This is an optimization exercise on Yosys and OpenROAD, whose aim is small area and a short achievable clock period, not a production implementation. At most, simulation tests tie the RTL to the original design; equivalence was not proved. Power and IR drop assume default switching activity.

R:
## signedMultiplier
module signedMultiplier
(
	input  logic          clk,
	input  logic          arstN,
	input  mulPkg::operandPairT   operands,
	output mulPkg::productResultT result
);
	logic [23:0] r0_a;
	logic [11:0] r0_neg, r0_one, r0_two;
	logic [5:0] valid;
	wire [23:0] mb = operands.multiplier;
	logic pp1;
	logic pp2;
	logic pp3;
	logic pp4;
	logic pp5;
	logic pp6;
	logic pp7;
	logic pp8;
	logic pp9;
	logic pp10;
	logic pp11;
	logic pp12;
	logic pp13;
	logic pp14;
	logic pp15;
	logic pp16;
	logic pp17;
	logic pp18;
	logic pp19;
	logic pp20;
	logic pp21;
	logic pp22;
	logic pp23;
	logic pp24;
	logic pp25;
	logic pp26;
	logic pp27;
	logic pp28;
	logic pp29;
	logic pp30;
	logic pp31;
	logic pp32;
	logic pp33;
	logic pp34;
	logic pp35;
	logic pp36;
	logic pp37;
	logic pp38;
	logic pp39;
	logic pp40;
	logic pp41;
	logic pp42;
	logic pp43;
	logic pp44;
	logic pp45;
	logic pp46;
	logic pp47;
	logic pp48;
	logic pp49;
	logic pp50;
	logic pp51;
	logic pp52;
	logic pp53;
	logic pp54;
	logic pp55;
	logic pp56;
	logic pp57;
	logic pp58;
	logic pp59;
	logic pp60;
	logic pp61;
	logic pp62;
	logic pp63;
	logic pp64;
	logic pp65;
	logic pp66;
	logic pp67;
	logic pp68;
	logic pp69;
	logic pp70;
	logic pp71;
	logic pp72;
	logic pp73;
	logic pp74;
	logic pp75;
	logic pp76;
	logic pp77;
	logic pp78;
	logic pp79;
	logic pp80;
	logic pp81;
	logic pp82;
	logic pp83;
	logic pp84;
	logic pp85;
	logic pp86;
	logic pp87;
	logic pp88;
	logic pp89;
	logic pp90;
	logic pp91;
	logic pp92;
	logic pp93;
	logic pp94;
	logic pp95;
	logic pp96;
	logic pp97;
	logic pp98;
	logic pp99;
	logic pp100;
	logic pp101;
	logic pp102;
	logic pp103;
	logic pp104;
	logic pp105;
	logic pp106;
	logic pp107;
	logic pp108;
	logic pp109;
	logic pp110;
	logic pp111;
	logic pp112;
	logic pp113;
	logic pp114;
  ...
Size in the first run: roughly 470 flip-flops, roughly 100 I/O pins.
clock: 4.0 ns
lec_check: 0
cap_margin: 20
core_margin: 2
core_utilization: 55
cts_cluster_diameter: 100
cts_cluster_size: 30
setup_slack_margin: 1.8
slew_margin: 20
synth_hierarchical: 1
run.sh (not shown) runs the stock make flow with config.mk's settings and CLKGATE_MAP_FILE= SYNTH_SCRIPT=/design/flow/synth_recipe.tcl, a recipe that flattens the netlist after the stock synthesis.
Input changes introduced in S (baseline for comparison: R):
# R
export LEC_CHECK = 0
export CAP_MARGIN = 20
export CORE_MARGIN = 2
export CORE_UTILIZATION = 55
export CTS_CLUSTER_DIAMETER = 100
export CTS_CLUSTER_SIZE = 30
export SETUP_SLACK_MARGIN = 1.8
export SLEW_MARGIN = 20
export SYNTH_HIERARCHICAL = 1
create_clock -name core_clock -period 4.0 [get_ports {clk}]
# S
export LEC_CHECK = 0
export CAP_MARGIN = 20
export CORE_MARGIN = 2
export CORE_UTILIZATION = 40
export CTS_CLUSTER_DIAMETER = 100
export CTS_CLUSTER_SIZE = 30
export PLACE_DENSITY = 0.7
export SETUP_SLACK_MARGIN = 1.8
export SLEW_MARGIN = 20
export SYNTH_HIERARCHICAL = 1
create_clock -name core_clock -period 4.0 [get_ports {clk}]
Notes after the runs:
- | portion of the layout cell area used by non-clock buffers | S vs R | ≈ equal |
- Diff R -> S | met1 wire length | down by a few percent
- In the metrics for R and S, the one carrying the lower total routing resource utilization after global routing is S.
- The sum of routed wire length over all layers in S was higher than what R gave.
- S vs R, final critical delay including setup and external delays went up by 0.045 ns.
- The setup slack of S is smaller than that of R.
- Compared with R, S instantiates a larger number of standard cells.
- Between R and S, number of clock buffers inserted by TritonCTS is higher for S, R comes in under that.
- R ended up with dfxtp_2 as its standard cell with the maximum stage delay on the critical path; S ended up with fa_1.
- In S the clock skew turned out 0.026 ns higher than in R.
- Summary — floorplan die height, S relative to R: higher, by 35 µm.

========
Setup of job 2923:
Another version of the RTL of signedMultiplier (not shown whole).
For scale: roughly 2000 cells after synthesis, ~460 flip-flops.
clock: 4.0 ns
lec_check: 0
cap_margin: 20
core_margin: 2
core_utilization: 40
setup_slack_margin: 2.0
slew_margin: 20
synth_hierarchical: 1
Job 2923: PASS, flow complete, no timing, DRC or antenna violations
diff inputs: job 2923 => job 8086
# job 2923
export LEC_CHECK = 0
export CAP_MARGIN = 20
export CORE_MARGIN = 2
export CORE_UTILIZATION = 40
export SETUP_SLACK_MARGIN = 2.0
export SLEW_MARGIN = 20
export SYNTH_HIERARCHICAL = 1
create_clock -name core_clock -period 4.0 [get_ports {clk}]
# job 8086
export LEC_CHECK = 0
export CAP_MARGIN = 20
export CORE_MARGIN = 2
export CORE_UTILIZATION = 40
export CTS_CLUSTER_DIAMETER = 100
export CTS_CLUSTER_SIZE = 30
export SETUP_SLACK_MARGIN = 1.8
export SLEW_MARGIN = 20
export SYNTH_HIERARCHICAL = 1
create_clock -name core_clock -period 4.0 [get_ports {clk}]
Notes after the runs:
- In the flow results for job 2923 and job 8086, the sequential share of layout area is smaller on job 2923.
- Slack of the critical path improves in job 8086 relative to job 2923.
- Re clock skew: job 2923 was higher than job 8086.
- When job 8086 is measured against job 2923, its met2 wire length turns out about 17% lower.
No run of this note included a check of the RTL's function; only the layout flow was run.

========
Setup of willow:
signedMultiplier, a different RTL version from the one above (not shown whole).
Size in the first run: about 1,900 cells after synthesis, about 100 I/O pins.
clock: 4.0 ns
lec_check: 0
cap_margin: 20
core_margin: 2
core_utilization: 55
cts_cluster_diameter: 100
cts_cluster_size: 30
setup_slack_margin: 1.95
slew_margin: 20
synth_hierarchical: 1
> inputs changed (willow -> violet)
Settings: SETUP_SLACK_MARGIN: 1.95 -> 2.0; CORE_UTILIZATION: 55 -> 70.
Notes after the runs:
- Share of cell area taken by flip-flops and latches in violet is 0.25 points above willow.
- violet vs. willow: power of the clock network neither gained nor lost much; height of the die lost 11%.
- Multi-input gate area in the final layout (violet vs. willow) increases slightly
- In violet the portion of total power attributed to sequential cells turned out 0.4 points lower than in willow.
- Side by side, slack of the worst reg-to-reg path turned out higher in violet than in willow.

-- static timing again, ports no longer ideal --
Ports are ideal in the flow. The routed layouts listed here were re-timed in OpenROAD. Step 1 assumes that a clkbuf_16 drives the clock port and a buf_2 every other input. Step 2, shift: input delay + t, output delay - t, t = (earliest + latest rising clock arrival at the registers) / 2. This alone moves slack from input paths to output paths. Three values: no drivers, after step 1, after step 2; two values: the first two.
| run | t, ns | slack for setup (ns) | clock arrival spread, ns | slew at the worst register clock pin (ns) | worst slew at a driven data input, ns |
|---|---|---|---|---|---|
| R | 0.603 | 1.849 / 1.849 / 1.849 | 0.019 / 0.019 | 0.11 / 0.11 | 0.06 |
| S | 0.635 | 1.804 / 1.804 / 1.804 | 0.043 / 0.043 | 0.11 / 0.11 | 0.05 |
| job 2923 | 0.646 | 1.758 / 1.758 / 1.758 | 0.044 / 0.044 | 0.07 / 0.07 | 0.04 |
| job 8086 | 0.625 | 1.781 / 1.781 / 1.781 | 0.029 / 0.029 | 0.12 / 0.12 | 0.04 |
| willow | 0.623 | 1.977 / 1.954 / 1.854 | 0.027 / 0.027 | 0.11 / 0.11 | 0.07 |
| violet | 0.609 | 2.007 / 1.984 / 1.814 | 0.029 / 0.029 | 0.12 / 0.12 | 0.07 |
After both steps setup and hold are still met in every run listed. The setup slack of violet, which loses most, moves by -0.023 ns with the drivers and by -0.193 ns with both steps.
